Source: an optimization exercise on an open RTL-to-GDS flow (aim: a short achievable clock period and few clock cycles). Production flows keep margins and buffers that such runs may drop.
Function was checked by simulation only, so behaviour that the tests miss may differ from the original.
Power is estimated from default activity; no workload was simulated.

[run.sh]
#!/bin/bash
# synth_recipe.tcl (not shown) runs the flow's synth.tcl, then flattens the netlist and writes it again
# the make line also repeats each setting of config.mk as NAME=value (left out here)
make -C /OpenROAD-flow-scripts/flow DESIGN_CONFIG=/design/flow/config.mk WORK_HOME=/design/flow/orfs CLKGATE_MAP_FILE= SYNTH_SCRIPT=/design/flow/synth_recipe.tcl finish
[config.mk]
export PLATFORM = sky130hd
export DESIGN_NAME = mipsProcessor
export DESIGN_NICKNAME = mipsProcessor
export VERILOG_FILES = /design/flow/design.v
export SDC_FILE = /design/flow/constraint.sdc
export NUM_CORES = 4
export LEC_CHECK = 0
export CAP_MARGIN = 20
export CORE_MARGIN = 2
export CORE_UTILIZATION = 30
export PLACE_DENSITY = 0.45
export SLEW_MARGIN = 20
[constraint.sdc]
create_clock -name core_clock -period 10.0 [get_ports {clk}]
set_input_delay 2.0000 -clock core_clock [delete_from_list [all_inputs] [get_ports {clk}]]
set_output_delay 2.0000 -clock core_clock [all_outputs]
set_load 0.01 [all_outputs]
[design.v]
package mipsPkg;
	localparam int IMEM_DEPTH = 64;
	localparam int DMEM_DEPTH = 64;
	typedef logic [31:0] word;
	typedef logic [4:0] regIdx;
	typedef logic [$clog2(IMEM_DEPTH)-1:0] imemAddr;
	typedef logic [$clog2(DMEM_DEPTH)-1:0] dmemAddr;
	typedef enum logic [5:0] {
		opRType = 6'h00,
		opBeq   = 6'h04,
		opBne   = 6'h05,
		opAddi  = 6'h08,
		opOri   = 6'h0d,
		opLw    = 6'h23,
		opSw    = 6'h2b
	} opcode;
	typedef enum logic [5:0] {
		fnAdd = 6'h20,
		fnSub = 6'h22,
		fnAnd = 6'h24,
		fnOr  = 6'h25,
		fnNor = 6'h27
	} funct;
	typedef enum logic [2:0] {
		aluAdd,
		aluSub,
		aluAnd,
		aluOr,
		aluNor
	} aluOp;
endpackage
`timescale 1ns/1ps
import mipsPkg::*;
module fetchStage (
	input  logic             clk,
	input  logic             arstN,
	input  logic             run,
	input  logic             progValid,
	output logic             progReady,
	input  mipsPkg::imemAddr progAddr,
	input  mipsPkg::word     progData,
	input  logic             stall,
	input  logic             branchTaken,
	input  mipsPkg::imemAddr branchTarget,
	output logic             idValid,
	output mipsPkg::word     idInstr,
	output mipsPkg::imemAddr idPc
);
	mipsPkg::word imem [0:IMEM_DEPTH-1];
	mipsPkg::imemAddr pc;
	assign progReady = ~run;
	always_ff @(posedge clk) begin
		if (progValid && progReady) begin
			imem[progAddr] <= progData;
		end
	end
	always_ff @(posedge clk or negedge arstN) begin
		if (!arstN) begin
			pc <= '0;
			idValid <= 1'b0;
		end else if (!run) begin
			pc <= '0;
			idValid <= 1'b0;
		end else if (branchTaken) begin
			pc <= branchTarget;
			idValid <= 1'b0;
		end else if (!stall) begin
			pc <= pc + mipsPkg::imemAddr'(1);
			idValid <= 1'b1;
		end
	end
	always_ff @(posedge clk) begin
		if (!stall) begin
			idInstr <= imem[pc];
			idPc <= pc;
		end
	end
endmodule
`timescale 1ns/1ps
import mipsPkg::*;
module decodeStage (
	input  logic             clk,
	input  logic             arstN,
	input  logic             run,
	input  logic             branchTaken,
	input  logic             idValid,
	input  mipsPkg::word     idInstr,
	input  mipsPkg::imemAddr idPc,
	input  logic             wbEn,
	input  mipsPkg::regIdx   wbReg,
	input  mipsPkg::word     wbData,
	output logic             stall,
	output logic             exValid,
	output mipsPkg::aluOp    exAluOp,
	output logic             exUseImm,
	output logic             exMemRead,
	output logic             exMemWrite,
	output logic             exBranchEq,
	output logic             exBranchNe,
	output logic             exRegWrite,
	output mipsPkg::regIdx   exRs,
	output mipsPkg::regIdx   exRt,
	output mipsPkg::regIdx   exDest,
	output mipsPkg::word     exRsVal,
	output mipsPkg::word     exRtVal,
	output mipsPkg::word     exImm,
	output mipsPkg::imemAddr exPc
);
	mipsPkg::word regs [0:31];
	mipsPkg::opcode op;
	mipsPkg::funct fn;
	mipsPkg::regIdx rs, rt, rd, dest;
	mipsPkg::word rsVal, rtVal, imm;
	mipsPkg::aluOp aluSel;
	logic useImm, memRead, memWrite, branchEq, branchNe, regWrite;
	logic zeroExt, readsRs, readsRt, issue;
	assign op = mipsPkg::opcode'(idInstr[31:26]);
	assign fn = mipsPkg::funct'(idInstr[5:0]);
	assign rs = idInstr[25:21];
	assign rt = idInstr[20:16];
	assign rd = idInstr[15:11];
	always_comb begin
		aluSel = aluAdd;
		useImm = 1'b0;
		memRead = 1'b0;
		memWrite = 1'b0;
		branchEq = 1'b0;
		branchNe = 1'b0;
		regWrite = 1'b0;
		zeroExt = 1'b0;
		readsRs = 1'b0;
		readsRt = 1'b0;
		dest = rt;
		case (op)
			opRType: begin
				dest = rd;
				readsRs = 1'b1;
				readsRt = 1'b1;
				regWrite = 1'b1;
				case (fn)
					fnAdd: aluSel = aluAdd;
					fnSub: aluSel = aluSub;
					fnAnd: aluSel = aluAnd;
					fnOr: aluSel = aluOr;
					fnNor: aluSel = aluNor;
					default: regWrite = 1'b0;
				endcase
			end
			opAddi, opLw: begin
				readsRs = 1'b1;
				useImm = 1'b1;
				regWrite = 1'b1;
				memRead = (op == opLw);
			end
			opOri: begin
				readsRs = 1'b1;
				useImm = 1'b1;
				regWrite = 1'b1;
				zeroExt = 1'b1;
				aluSel = aluOr;
			end
			opSw: begin
				readsRs = 1'b1;
				readsRt = 1'b1;
				useImm = 1'b1;
				memWrite = 1'b1;
			end
			opBeq, opBne: begin
				readsRs = 1'b1;
				readsRt = 1'b1;
				branchEq = (op == opBeq);
				branchNe = (op == opBne);
			end
			default: ;
		endcase
	end
	assign imm = zeroExt ? {16'h0000, idInstr[15:0]} : {{16{idInstr[15]}}, idInstr[15:0]};
	always_ff @(posedge clk or negedge arstN) begin
		if (!arstN) begin
			for (int i = 0; i < 32; i++) begin
				regs[i] <= '0;
			end
		end else if (wbEn && wbReg != '0) begin
			regs[wbReg] <= wbData;
		end
	end
	assign rsVal = (rs == '0) ? '0 : (wbEn && wbReg == rs) ? wbData : regs[rs];
	assign rtVal = (rt == '0) ? '0 : (wbEn && wbReg == rt) ? wbData : regs[rt];
	assign stall = idValid && exValid && exMemRead && exDest != '0 &&
		((readsRs && exDest == rs) || (readsRt && exDest == rt));
	assign issue = run && idValid && !stall && !branchTaken;
	always_ff @(posedge clk or negedge arstN) begin
		if (!arstN) begin
			exValid <= 1'b0;
			exMemRead <= 1'b0;
			exMemWrite <= 1'b0;
			exBranchEq <= 1'b0;
			exBranchNe <= 1'b0;
			exRegWrite <= 1'b0;
		end else begin
			exValid <= issue;
			exMemRead <= issue && memRead;
			exMemWrite <= issue && memWrite;
			exBranchEq <= issue && branchEq;
			exBranchNe <= issue && branchNe;
			exRegWrite <= issue && regWrite;
		end
	end
	always_ff @(posedge clk) begin
		exAluOp <= aluSel;
		exUseImm <= useImm;
		exRs <= rs;
		exRt <= rt;
		exDest <= dest;
		exRsVal <= rsVal;
		exRtVal <= rtVal;
		exImm <= imm;
		exPc <= idPc;
	end
endmodule
`timescale 1ns/1ps
import mipsPkg::*;
module executeStage (
	input  logic             clk,
	input  logic             arstN,
	input  logic             run,
	input  logic             exValid,
	input  mipsPkg::aluOp    exAluOp,
	input  logic             exUseImm,
	input  logic             exMemRead,
	input  logic             exMemWrite,
	input  logic             exBranchEq,
	input  logic             exBranchNe,
	input  logic             exRegWrite,
	input  mipsPkg::regIdx   exRs,
	input  mipsPkg::regIdx   exRt,
	input  mipsPkg::regIdx   exDest,
	input  mipsPkg::word     exRsVal,
	input  mipsPkg::word     exRtVal,
	input  mipsPkg::word     exImm,
	input  mipsPkg::imemAddr exPc,
	input  logic             fwdEn,
	input  mipsPkg::regIdx   fwdReg,
	input  mipsPkg::word     fwdData,
	input  logic             wbEn,
	input  mipsPkg::regIdx   wbReg,
	input  mipsPkg::word     wbData,
	output logic             branchTaken,
	output mipsPkg::imemAddr branchTarget,
	output logic             memValid,
	output logic             memRegWrite,
	output logic             memRead,
	output logic             memWrite,
	output mipsPkg::regIdx   memDest,
	output mipsPkg::word     memResult,
	output mipsPkg::word     memStoreData
);
	mipsPkg::word opA, opB, aluB, aluY;
	logic equal;
	function automatic mipsPkg::word pickOperand(mipsPkg::regIdx r, mipsPkg::word regVal);
		if (r != '0 && fwdEn && fwdReg == r) begin
			pickOperand = fwdData;
		end else if (r != '0 && wbEn && wbReg == r) begin
			pickOperand = wbData;
		end else begin
			pickOperand = regVal;
		end
	endfunction
	always_comb begin
		opA = pickOperand(exRs, exRsVal);
		opB = pickOperand(exRt, exRtVal);
	end
	assign aluB = exUseImm ? exImm : opB;
	always_comb begin
		case (exAluOp)
			aluAdd: aluY = opA + aluB;
			aluSub: aluY = opA - aluB;
			aluAnd: aluY = opA & aluB;
			aluOr: aluY = opA | aluB;
			aluNor: aluY = ~(opA | aluB);
			default: aluY = opA + aluB;
		endcase
	end
	assign equal = (opA == opB);
	assign branchTaken = exValid && ((exBranchEq && equal) || (exBranchNe && !equal));
	assign branchTarget = exPc + mipsPkg::imemAddr'(1) + exImm[$clog2(IMEM_DEPTH)-1:0];
	always_ff @(posedge clk or negedge arstN) begin
		if (!arstN) begin
			memValid <= 1'b0;
			memRegWrite <= 1'b0;
			memRead <= 1'b0;
			memWrite <= 1'b0;
		end else begin
			memValid <= run && exValid;
			memRegWrite <= run && exValid && exRegWrite;
			memRead <= run && exValid && exMemRead;
			memWrite <= run && exValid && exMemWrite;
		end
	end
	always_ff @(posedge clk) begin
		memDest <= exDest;
		memResult <= aluY;
		memStoreData <= opB;
	end
endmodule
`timescale 1ns/1ps
import mipsPkg::*;
module memoryStage (
	input  logic           clk,
	input  logic           arstN,
	input  logic           run,
	input  logic           memValid,
	input  logic           memRegWrite,
	input  logic           memRead,
	input  logic           memWrite,
	input  mipsPkg::regIdx memDest,
	input  mipsPkg::word   memResult,
	input  mipsPkg::word   memStoreData,
	output logic           fwdEn,
	output mipsPkg::regIdx fwdReg,
	output mipsPkg::word   fwdData,
	output logic           wbEn,
	output mipsPkg::regIdx wbReg,
	output mipsPkg::word   wbData,
	output logic           storeValid,
	output mipsPkg::word   storeAddr,
	output mipsPkg::word   storeData,
	output logic           retireValid,
	output mipsPkg::regIdx retireReg,
	output mipsPkg::word   retireData
);
	mipsPkg::word dmem [0:DMEM_DEPTH-1];
	logic [DMEM_DEPTH-1:0] dmemWritten;
	mipsPkg::dmemAddr idx;
	mipsPkg::word loadData;
	assign idx = memResult[$clog2(DMEM_DEPTH)+1:2];
	assign loadData = dmemWritten[idx] ? dmem[idx] : '0;
	always_ff @(posedge clk) begin
		if (memValid && memWrite) begin
			dmem[idx] <= memStoreData;
		end
	end
	always_ff @(posedge clk or negedge arstN) begin
		if (!arstN) begin
			dmemWritten <= '0;
		end else if (memValid && memWrite) begin
			dmemWritten[idx] <= 1'b1;
		end
	end
	assign storeValid = memValid && memWrite;
	assign storeAddr = memResult;
	assign storeData = memStoreData;
	assign fwdEn = memValid && memRegWrite && !memRead;
	assign fwdReg = memDest;
	assign fwdData = memResult;
	always_ff @(posedge clk or negedge arstN) begin
		if (!arstN) begin
			wbEn <= 1'b0;
		end else begin
			wbEn <= run && memValid && memRegWrite;
		end
	end
	always_ff @(posedge clk) begin
		wbReg <= memDest;
		wbData <= memRead ? loadData : memResult;
	end
	assign retireValid = wbEn && wbReg != '0;
	assign retireReg = wbReg;
	assign retireData = wbData;
endmodule
`timescale 1ns/1ps
import mipsPkg::*;
module mipsProcessor (
	input  logic             clk,
	input  logic             arstN,
	input  logic             run,
	input  logic             progValid,
	output logic             progReady,
	input  mipsPkg::imemAddr progAddr,
	input  mipsPkg::word     progData,
	output logic             retireValid,
	output mipsPkg::regIdx   retireReg,
	output mipsPkg::word     retireData,
	output logic             storeValid,
	output mipsPkg::word     storeAddr,
	output mipsPkg::word     storeData
);
	logic idValid, stall;
	mipsPkg::word idInstr;
	mipsPkg::imemAddr idPc;
	logic branchTaken;
	mipsPkg::imemAddr branchTarget;
	logic exValid, exUseImm, exMemRead, exMemWrite;
	logic exBranchEq, exBranchNe, exRegWrite;
	mipsPkg::aluOp exAluOp;
	mipsPkg::regIdx exRs, exRt, exDest;
	mipsPkg::word exRsVal, exRtVal, exImm;
	mipsPkg::imemAddr exPc;
	logic memValid, memRegWrite, memRead, memWrite;
	mipsPkg::regIdx memDest;
	mipsPkg::word memResult, memStoreData;
	logic fwdEn, wbEn;
	mipsPkg::regIdx fwdReg, wbReg;
	mipsPkg::word fwdData, wbData;
	fetchStage fetchStage_inst (.*);
	decodeStage decodeStage_inst (.*);
	executeStage executeStage_inst (.*);
	memoryStage memoryStage_inst (.*);
endmodule
==> results of run 1 <==
-- cells in the mapped netlist, drive strengths merged (13+ instances only) --
| cell | instances | share of area, % |
|---|---|---|
| o21ai | 198 | 0.46 |
| o21bai | 70 | 0.24 |
| and3 | 26 | 0.075 |
| dfxtp | 212 | 2.0 |
| buf | 232 | 0.42 |
| xor2 | 35 | 0.14 |
| a221o | 20 | 0.092 |
| mux2 | 1117 | 5.8 |
| a22o | 204 | 0.82 |
| inv | 64 | 0.11 |
| maj3 | 31 | 0.14 |
| clkbuf | 776 | 1.3 |
| or4 | 14 | 0.052 |
| ha | 44 | 0.25 |
| o221ai | 154 | 0.62 |
| xnor2 | 105 | 0.42 |
| o211ai | 13 | 0.054 |
| nand2 | 290 | 0.50 |
| a222oi | 64 | 0.29 |
| dfrtp | 1074 | 12 |
| a31oi | 113 | 0.33 |
| edfxtp | 4134 | 57 |
| o22ai | 149 | 0.43 |
| a21oi | 500 | 1.2 |
| a21o | 15 | 0.052 |
| and2 | 28 | 0.081 |
| nand3 | 182 | 0.42 |
| nand2b | 27 | 0.078 |
| o32a | 24 | 0.11 |
| mux2i | 390 | 1.8 |
| or2 | 17 | 0.049 |
| a221oi | 210 | 0.85 |
| nor4 | 92 | 0.26 |
| nor2b | 14 | 0.040 |
| nor2 | 442 | 0.76 |
| a41oi | 127 | 0.51 |
| nor3 | 164 | 0.38 |
| mux4 | 310 | 3.2 |
| a22oi | 1501 | 5.2 |
| nand4 | 223 | 0.64 |
-- logic make-up (layout without fill, tap and decap cells) --
family,count (synthesis),after routing
other,0,28
multiplexers,1817,1817
XOR/XNOR,140,140
adder cells (fa/ha/maj),77,77
AO/OA/AOI/OAI,3418,3418
buffers and inverters,1073,1862
AND/OR/NAND/NOR,1560,1560
flip-flops,5420,5420
-- metrics by stage --
step	instances	cell area [µm²]
floorplan	13505	217000
detailed placement	22783	233000
finish	23899	253000
CTS	23869	253000
global route	23875	253000
global placement	22783	233000
-- cell usage in the layout (no fill, tap or decap), types with 204 or more instances in the layout --
cell,instances
sky130_fd_sc_hd__dfrtp_1,1067
sky130_fd_sc_hd__nand4_1,222
sky130_fd_sc_hd__a21oi_1,499
sky130_fd_sc_hd__mux4_2,310
sky130_fd_sc_hd__a22o_1,204
sky130_fd_sc_hd__buf_4,536
sky130_fd_sc_hd__nor2_1,236
sky130_fd_sc_hd__a221oi_1,210
sky130_fd_sc_hd__clkbuf_16,612
sky130_fd_sc_hd__mux2_2,1117
sky130_fd_sc_hd__edfxtp_1,4134
sky130_fd_sc_hd__nor2_4,204
sky130_fd_sc_hd__a22oi_1,1501
sky130_fd_sc_hd__nand2_1,271
sky130_fd_sc_hd__mux2i_1,389
-- final cells by class --
cell class              count  area share [%]
well taps                9577            4.74
repair buffers            711            2.37
clock inverters           290            1.10
inverters                  65          0.0966
multi-input cells        7012            23.7
flip-flops and latches   5420            61.5
diodes                     28          0.0277
clock buffers             796            6.46
-- state kept, by name, summed over array words and instances (netlist names), 17 cells and up --
signal and cells:
decodeStage_inst.exImm 17, decodeStage_inst.exRsVal 32, decodeStage_inst.exRtVal 32, decodeStage_inst.regs 992
executeStage_inst.memResult 32, executeStage_inst.memStoreData 32, fetchStage_inst.idInstr 32, fetchStage_inst.imem 2048
memoryStage_inst.dmem 2048, memoryStage_inst.dmemWritten 64, memoryStage_inst.wbData 32
-- layer usage --
layer | track usage (%) | share of wire, % | up-vias
met5 | 0 | 0.024 | -
met4 | 6.86 | 3.6 | 34
met3 | 4.61 | 7.9 | 1595
met2 | 34.8 | 45 | 6152
met1 | 31.8 | 44 | 73275
li1 | - | - | 55676
-- power breakdown --
part	internal [mW]	leakage, nW	switching [mW]	total (mW)
Clock	12.3	9.27	9.48	21.8
Sequential	24.6	53.0	0.404	25.0
Combinational	3.08	22.7	7.92	11.0
Total	40.0	85.0	17.8	57.8
-- worst reg2reg max path, delay by kind of cell, from the launching register on --
| kind | cells | cell delay, ns |
|---|---|---|
| AND/OR/NAND/NOR | 7 | 2.10 |
| multiplexers | 1 | 0.42 |
| XOR/XNOR | 2 | 0.39 |
| buffers and inverters | 2 | 0.54 |
| AO/OA/AOI/OAI | 11 | 2.65 |
| flip-flops | 1 | 0.34 |
| adder cells (fa/ha/maj) | 2 | 0.69 |
-- worst max-delay path by stage --
stage | startpoint | to | slack [ns]
6_report | decodeStage_inst.exRt[1] | executeStage_inst.memResult[27] | 2.78
5_1_grt | decodeStage_inst.exRt[1] | executeStage_inst.memResult[27] | 2.30
4_1_cts | decodeStage_inst.exRt[1] | executeStage_inst.memResult[27] | 2.95
3_5_place_dp | decodeStage_inst.exRt[1] | executeStage_inst.memResult[27] | 2.88
3_3_place_gp | decodeStage_inst.exRt[1] | executeStage_inst.memResult[27] | 2.86
2_1_floorplan | decodeStage_inst.exRt[1] | executeStage_inst.memResult[30] | 4.58
==> results.txt, run 1 <==
Routing
The detailed-route wire length per cell is 35.6 µm. The mean number of vias per cell is 5.72. For this run, design rule violations remaining after detail routing come to 0.

Once detail routing completed, the nets flagged for antenna violations numbered 0. For this block, the via count after detailed routing is 136732. The detailed-router iteration count before antenna repair is 9.

Summed over all layers, the routed wires come to 850 mm. The initial detailed-routing violation count is 17342.

Worst setup path
The number of gates on the worst path with buffers counted is 25. STA classifies the critical path startpoint as a flip-flop. The cell with the most instances on the worst path is sky130_fd_sc_hd__a21o_1. The delay of the slowest cell on the worst path is 0.57 ns. For this design, the slowest cell found on the critical path is sky130_fd_sc_hd__or4_4. Counting cells, the worst reg-to-reg path comes to 25.

The worst register-to-register path ends at executeStage_inst.memResult[27]. The sum of buffers and inverters on the critical path is 2. The worst setup path is of the flip-flop to flip-flop kind. The kind of cell with the highest combined delay along the critical path is compound AO/OA/AOI/OAI gates. The worst setup path is captured at a flip-flop. At the worst endpoint, the arrival time is 8.18 ns. The highest net fanout along the worst path is 29. The reg2reg setup slack is 2.78 ns. The startpoint of the most critical register-to-register path is decodeStage_inst.exRt[1]. The required time at the worst-slack endpoint is 10.96 ns.

Place
Summed over all nets, the half-perimeter wirelength after detailed placement is 482 mm. The pre-CTS setup slack is 2.88 ns. Routability-driven placement finished with a final weighted congestion of 0.864. The count of buffers from port buffering is 145.

Timing
Dividing the final minimum period by the clock period gives 72.2%. The headroom to the max-slew limit is 11.4%. The post-route clock skew is 0.122 ns.

Setup repair after global routing left no endpoint under its margin. Summed over all failing endpoints, the final setup total negative slack is 0 ns. In the post-route analysis, the smallest setup slack over all paths is 2.78 ns. Setup violations remaining at the end of the flow were counted as 0. The count of endpoints failing hold in the final timing report came to 0. The fmax is 139 MHz. The tightest hold path in the finished design has a slack of 0.341 ns. The max-slew violation total from the final report is 0. The actual slew at the worst max-slew pin is 1.32 ns. The final period demand of the worst path is 7.22 ns.

Hold path
The path type of the worst min-delay path is flip-flop to flip-flop. The hold-critical path endpoint is decodeStage_inst.exPc[0]. The startpoint identified for the worst hold timing path is fetchStage_inst.idPc[0].

The number of cells on the worst hold path is 0.

Synth
The adder-cell area share of the yosys netlist is 0.414%. The primary flip-flop cell chosen by synthesis mapping is sky130_fd_sc_hd__edfxtp_1. The number of nets in the synthesized netlist is 13593. Counting distinct cell types in the post-synthesis netlist gives 89. In this run the cell area of the synthesized design comes to 217000 µm².

The per-instance average area after synthesis is 16.1 µm². In the synthesized netlist, mux cells make up 10.8% of the area. The number of enable flip-flop cells after synthesis is 4134.

Synthesis produced a netlist whose cell count is 13505. Of the synthesized area, sequential elements account for 71.4%. After Yosys synthesis, XOR and XNOR cells account for 0.564% of the synthesized area.

The post-synthesis async set-or-reset flop share is 19.8%. Summing the areas of all compound-gate instances in the mapped netlist gives 11.4% of the synthesized area. The flop and latch count out of synthesis is 5420.

The post-synthesis share of cell area spent on and, or, nand and nor gates is 3.50%. The Yosys step of the flow raised 5 warnings. After synthesis, the largest family of logic cells by area is compound AO/OA/AOI/OAI gates.

Final layout
Counting the fill cells in the layout gives 68537. The number of nets in the layout is 13901. Cells fill 35.0% of the core in the end. From synthesis to final layout, the design area changed by 16.2%. Cells with a size suffix above 1 make up 22.4% of the layout. In the final layout, flip-flops and latches occupy 155000 µm².

The combined area of the multi-input logic cells is 60000 µm².

Power
The leakage power is 85.0 nW. Summing internal, switching and leakage power gives 57.8 mW. The worst-case IR drop observed on VDD is 0.199 mV.

The power per unit of standard cell area is 229 nW/µm².

Global routing
The number of global-route vias before repair is 133839. The residual overflow from global routing is 0. The first global-routing pass estimated 1160 mm of wire.

The initial antenna violation count is 81. The maximum number of pins on one net before global-route repair is 163. Global routing consumed, over all layers together, 22.5% of the routing resources.

Die
The vertical die dimension is 855 µm. The effective utilization at floorplan is 30.1%. The full die area is 731000 µm². The overall die width is 855 µm. Pin placement for this block handled 146 I/O pins. In this run the core area contains 312 standard-cell rows.

In this run the standard cell core region covers 722000 µm².

CTS
The number of buffers inserted to repair setup after CTS is 0. The clock tree from TritonCTS is yes. The cell sitting at the root of the clock tree is a sky130_fd_sc_hd__clkbuf_16.

Gates resized during post-CTS repair numbered 0. No sink is reached through more buffers than the 4 on the longest clock path. The number of hold buffers added after CTS was 0.

The clock buffer count from CTS is 603. The H-tree was split into 6 levels. The clock net sink count is 5420. The clock insertion delay at the later pin of the skew report is 1.10 ns. The clock-pin slew of the registers on the worst-case setup and hold paths is 0.06 ns.

Run
Max-cap violations in this run came to 0.

Run status
The flow ran to the end and the layout has no timing, DRC or antenna violations.
Testbench counts, summed over its fixed seeds: cycles 20,939.
==> inputs of run 2 (changes only) <==
--- a/config.mk
+++ b/config.mk
@@ -9,4 +9,5 @@
 export CORE_MARGIN = 2
 export CORE_UTILIZATION = 30
 export PLACE_DENSITY = 0.45
+export SETUP_SLACK_MARGIN = 5
 export SLEW_MARGIN = 20
==> run 2 against run 1 <==
Global-route usage grew 0.25 points. First-iteration DRC count increased by 0.13%. Via count up 0.91%. Clock power hardly changed. Flip-flop and latch count stayed put. Critical path depth is the same. Sequential power hardly changed. Worst hold slack lost 0.00080 ns. Synthesized cell count stayed put. Design area grew 0.50%.
==> results.txt, run 2 <==
Timing
The actual slew at the worst max-slew pin is 1.34 ns (+0.0202 ns). The setup TNS came to 0 ns (unchanged). The count of endpoints failing hold in the final timing report is 0 (unchanged). The final period demand of the worst path came to 5.65 ns (-1.57 ns). Setup repair after global routing could not meet its margin everywhere.

The final critical-path setup slack is 4.35 ns (+1.57 ns). The fmax is 177 MHz (+28%). The post-route clock skew is 0.108 ns (-0.0142 ns). The number of failing setup endpoints in the final timing report is 0 (unchanged). The max-slew violation total from the final report was 0 (unchanged).

The final worst-path cycle share is 56.5% (-16 points). The headroom to the max-slew limit came to 10.0% (-1.4 points).

Worst setup path
The highest net fanout along the worst path is 5 (-83%). The startpoint of the most critical register-to-register path is decodeStage_inst.exRt[1]. The critical path start-end classification is flip-flop to flip-flop.

The reg2reg setup slack is 4.35 ns (+1.57 ns). The worst setup path startpoint is decodeStage_inst.exRt[1]. The nature of the critical path endpoint is a flip-flop. STA classifies the critical path startpoint as a flip-flop. The data arrival time at the worst-slack endpoint is 6.63 ns (-1.55 ns). The required time at the worst-slack endpoint is 10.98 ns (+0.02 ns).

The reg-to-reg critical path endpoint is executeStage_inst.memResult[27]. The number of cells traversed by the worst register-to-register path is 25 (unchanged).

Synth
The post-synthesis async set-or-reset flop share is 19.8% (unchanged). In the post-synthesis netlist, the biggest area contributors are sky130_fd_sc_hd__edfxtp_1 57%, sky130_fd_sc_hd__dfrtp_1 12%, sky130_fd_sc_hd__mux2_2 5.8%, sky130_fd_sc_hd__a22oi_1 5.2%, sky130_fd_sc_hd__mux4_2 3.2%. The flop and latch count out of synthesis is 5420 (unchanged). The total number of yosys warnings is 5 (unchanged). The number of library cell types mapped by synthesis is 89 (unchanged). The fraction of post-synthesis cell area in the top cell type by area is 57.1% (unchanged). The net count after synthesis is 13593 (unchanged). The post-synthesis sequential area ratio was 71.4% (unchanged). The instance count of the mapped netlist is 13505 (unchanged). The largest area contributor in the synthesized netlist is sky130_fd_sc_hd__edfxtp_1. Counting instances in the post-synthesis netlist gives the leading cell types as 4134 x sky130_fd_sc_hd__edfxtp_1, 1501 x sky130_fd_sc_hd__a22oi_1, 1117 x sky130_fd_sc_hd__mux2_2. The per-instance average area after synthesis is 16.1 µm² (unchanged). The post-synthesis cell area was 217000 µm² (unchanged).

For this run, the leading register cell type out of synthesis is sky130_fd_sc_hd__edfxtp_1. The number of enable flip-flop cells after synthesis is 4134 (unchanged). The most frequently used cell type in the post-synthesis netlist is sky130_fd_sc_hd__edfxtp_1.

CTS
The clock insertion delay at the later pin of the skew report is 1.12 ns (+0.02 ns). The deepest level of the CTS H-tree is 6 (unchanged). The maximum count of clock buffers along a single path is 4 (unchanged). The clock root buffer master is sky130_fd_sc_hd__clkbuf_16.

The clock buffer count from CTS came to 602 (-0.17%). The clock net sink count came to 5420 (unchanged). The clock tree from TritonCTS is yes. The count of hold buffers inserted by post-cts repair came to 0 (unchanged). The clock-pin slew of the registers on the worst-case setup and hold paths is 0.06 ns (about the same).

Final layout
The share of post-route cells with drive strength above 1 was 23.5% (+1.1 points). In the final layout, the registers with the most flip-flops are fetchStage_inst.imem (2048), memoryStage_inst.dmem (2048), decodeStage_inst.regs (992). The top cell types in the final layout, fill and taps aside, are 4134 x sky130_fd_sc_hd__edfxtp_1, 1501 x sky130_fd_sc_hd__a22oi_1, 1117 x sky130_fd_sc_hd__mux2_2, 1066 x sky130_fd_sc_hd__dfrtp_1, 612 x sky130_fd_sc_hd__clkbuf_16. Relative to the synthesized area, the layout overhead comes to 16.8%. The final cell utilization of the core is 35.2% (+0.18 points). The number of nets in the layout is 13981 (+0.58%).

The number of non-filler instances in the completed layout was 23969 (+0.29%). Leaving out fill and tap cells, the most frequent cell in the layout is sky130_fd_sc_hd__edfxtp_1. The filler cell count is 68490 (-0.069%).

Die
The full die area is 731000 µm² (unchanged). The vertical die dimension is 855 µm (unchanged). The total core area came to 722000 µm² (unchanged).

The number of standard-cell rows in the floorplan is 312 (unchanged). The overall die width was 855 µm (unchanged). The top-level port count came to 146 (unchanged). The effective utilization at floorplan came to 30.1% (unchanged).

Routing
The detailed-router iteration count before antenna repair is 10 (+1). The sum of routed wire length over all layers is 861 mm (+1.2%). The remaining design rule violation count was 0 (unchanged). The highest metal layer used by the detailed router is met5. The total number of vias was 137982 (+0.91%). The detailed-route wire length per cell was 35.9 µm (+0.92%). The met2 layer wire length in the routed design is 385 mm (+1.1%). The mean number of vias per cell is 5.76 (+0.62%).

The initial detailed-routing violation count is 17364 (+0.13%). The routed length on met3 is 67.6 mm (+1.3%). The residual antenna-violating net count after detailed routing is 0 (unchanged). The detailed-route wire length on metal 1 is 375 mm (+0.82%).

Power
The share of power burned in the clock network came to 37.6% (about the same). The fraction of power consumed by combinational cells came to 19.3% (+0.3 points). The switching share of power is 30.8% (about the same).

The maximum VDD drop is 0.213 mV (+6.8%). The internal power component is 40.1 mW (+0.48%). The leakage power is 85.5 nW (+0.70%). The sequential power share is 43.1% (-0.2 points). The net switching power is 17.9 mW (+0.53%). The power per unit of standard cell area was 229 nW/µm² (about the same).

Place
The final weighted congestion of routability-driven global placement came to 0.866 (+0.17%). The pre-CTS setup slack is 3.22 ns (+0.339 ns). The count of buffers from port buffering is 145 (unchanged). The placed instance count is 22791 (+0.035%). The placed wire-length estimate after detailed placement is 485 mm (+0.49%).

Run status
The flow ran to the end and the layout has no timing, DRC or antenna violations.

Hold path
The path class of the tightest hold or removal check is flip-flop to flip-flop. In this run the most critical hold path is launched from fetchStage_inst.idPc[4]. The hold-critical path endpoint is decodeStage_inst.exPc[4]. The number of cells on the worst hold path is 0 (unchanged).

Global routing
The residual overflow from global routing is 0 (unchanged). The number of global-route vias before repair is 134999 (+0.87%). The global-route usage over all layers came to 22.7% (+0.25 points). The maximum number of pins on one net before global-route repair is 156 (-4.3%). The initial antenna violation count is 78 (-3.7%).

The wire length of the first global-routing pass is 1170 mm (+1.1%).

Run
The max-cap check violation count is 0 (unchanged).
run 2: repair_timing:
item	4_1_cts	5_1_grt
setup buffers	50	19
pin swaps	50	39
resized for setup	87	55
setup endpoints to repair	44	64
hold endpoints to repair	0	0
cloned	4	1
run 2: worst max-delay path by stage:
| stage | endpoint |
|---|---|
| final | executeStage_inst.memResult[27] |
| after global routing | executeStage_inst.memResult[27] |
| after CTS | executeStage_inst.memResult[27] |
| after detailed placement | executeStage_inst.memResult[30] |
| after global placement | executeStage_inst.memResult[30] |
| after floorplan | executeStage_inst.memResult[28] |
run 2: metrics by stage:
stage	instance area (µm²)	hold slack (ns)	total power [mW]
finish	254000	0.340	58.0
floorplan	217000	0.323	30.5
detailed placement	233000	0.327	36.4
CTS	253000	0.341	58.3
global route	254000	0.347	59.8
global placement	233000	0.324	36.4
run 2: cell type report:
class / count / area (µm²) / area share (%)
clock buffers: 803 / 16400 / 6.46
flip-flops and latches: 5420 / 155000 / 61.2
inverters: 65 / 244 / 0.0961
repair buffers: 791 / 6660 / 2.62
well taps: 9577 / 12000 / 4.72
diodes: 25 / 62.6 / 0.0246
clock inverters: 275 / 2740 / 1.08
multi-input cells: 7013 / 60500 / 23.8
run 2: metal layers:
metal  global-route usage, %  vias to the layer above
met1                    32.1                    73993
met5                  0.0262                        -
met4                    7.48                       28
met3                    4.59                     1642
met2                    35.1                     6486
li1                        -                    55833
run 2: kinds of logic (layout without fill, tap and decap cells):
group,after synthesis,after routing,share of synthesized area (%)
other,0,25,0
multiplexers,1817,1817,10.8
flip-flops,5420,5420,71.4
AO/OA/AOI/OAI,3418,3418,11.4
adder cells (fa/ha/maj),77,77,0.414
AND/OR/NAND/NOR,1560,1561,3.50
XOR/XNOR,140,140,0.564
buffers and inverters,1073,1934,1.87
run 2: critical path, stage by stage (launching register included):
cell                        delay (ns)
sky130_fd_sc_hd__dfxtp_2          0.32
sky130_fd_sc_hd__or4_4            0.56
sky130_fd_sc_hd__o211ai_4         0.22
sky130_fd_sc_hd__buf_12           0.16
sky130_fd_sc_hd__or2_4            0.19
sky130_fd_sc_hd__buf_6            0.13
sky130_fd_sc_hd__a31oi_4          0.17
sky130_fd_sc_hd__mux2i_4          0.23
sky130_fd_sc_hd__ha_4             0.19
sky130_fd_sc_hd__nand4_1          0.17
sky130_fd_sc_hd__nor3_4           0.26
sky130_fd_sc_hd__and4b_2          0.33
sky130_fd_sc_hd__a31oi_2          0.10
sky130_fd_sc_hd__xnor2_1          0.18
sky130_fd_sc_hd__ha_1             0.34
sky130_fd_sc_hd__a21o_1           0.17
sky130_fd_sc_hd__a21o_1           0.17
sky130_fd_sc_hd__a21o_1           0.17
sky130_fd_sc_hd__a221oi_2         0.33
sky130_fd_sc_hd__nand2_1          0.14
sky130_fd_sc_hd__o2111ai_2        0.26
sky130_fd_sc_hd__nand2_1          0.10
sky130_fd_sc_hd__a21oi_2          0.15
sky130_fd_sc_hd__xor2_1           0.19
sky130_fd_sc_hd__o32a_1           0.18
sky130_fd_sc_hd__o221ai_1         0.12
run 2: power groups by stage:
stage	combinational, mW	sequential, mW	clock, mW
floorplan	5.10	25.4	0
global placement	10.9	25.5	0
detailed placement	10.9	25.5	0
CTS	11.1	25.0	22.2
global route	11.7	25.0	23.1
finish	11.2	25.0	21.8

## what the ideal ports hide
The results above use ideal ports. As a check the final layouts listed here were re-extracted and re-timed, cells and wires unchanged. Step 1 (the two cells are an assumption about what drives the block):
set clk [get_ports {clk}]
set_driving_cell -lib_cell sky130_fd_sc_hd__clkbuf_16 $clk
set_driving_cell -lib_cell sky130_fd_sc_hd__buf_2 [delete_from_list [all_inputs] $clk]
Step 2 moves the port delays by t, midway between the first and last clock arrival at a register: inputs arrive t later, outputs are due t later. That takes back most of the time a late clock gives input paths. a / b / c = ideal / step 1 / step 2; a / b = the first two.
| run | shift t [ns] | slack for setup (ns) | latest minus earliest clock arrival (ns) |
|---|---|---|---|
| run 1 | 1.188 | 2.782 / 2.782 / 2.782 | 0.158 / 0.158 |
| run 2 | 1.202 | 4.349 / 4.349 / 4.349 | 0.126 / 0.126 |
After both steps setup and hold are still met in every run listed.
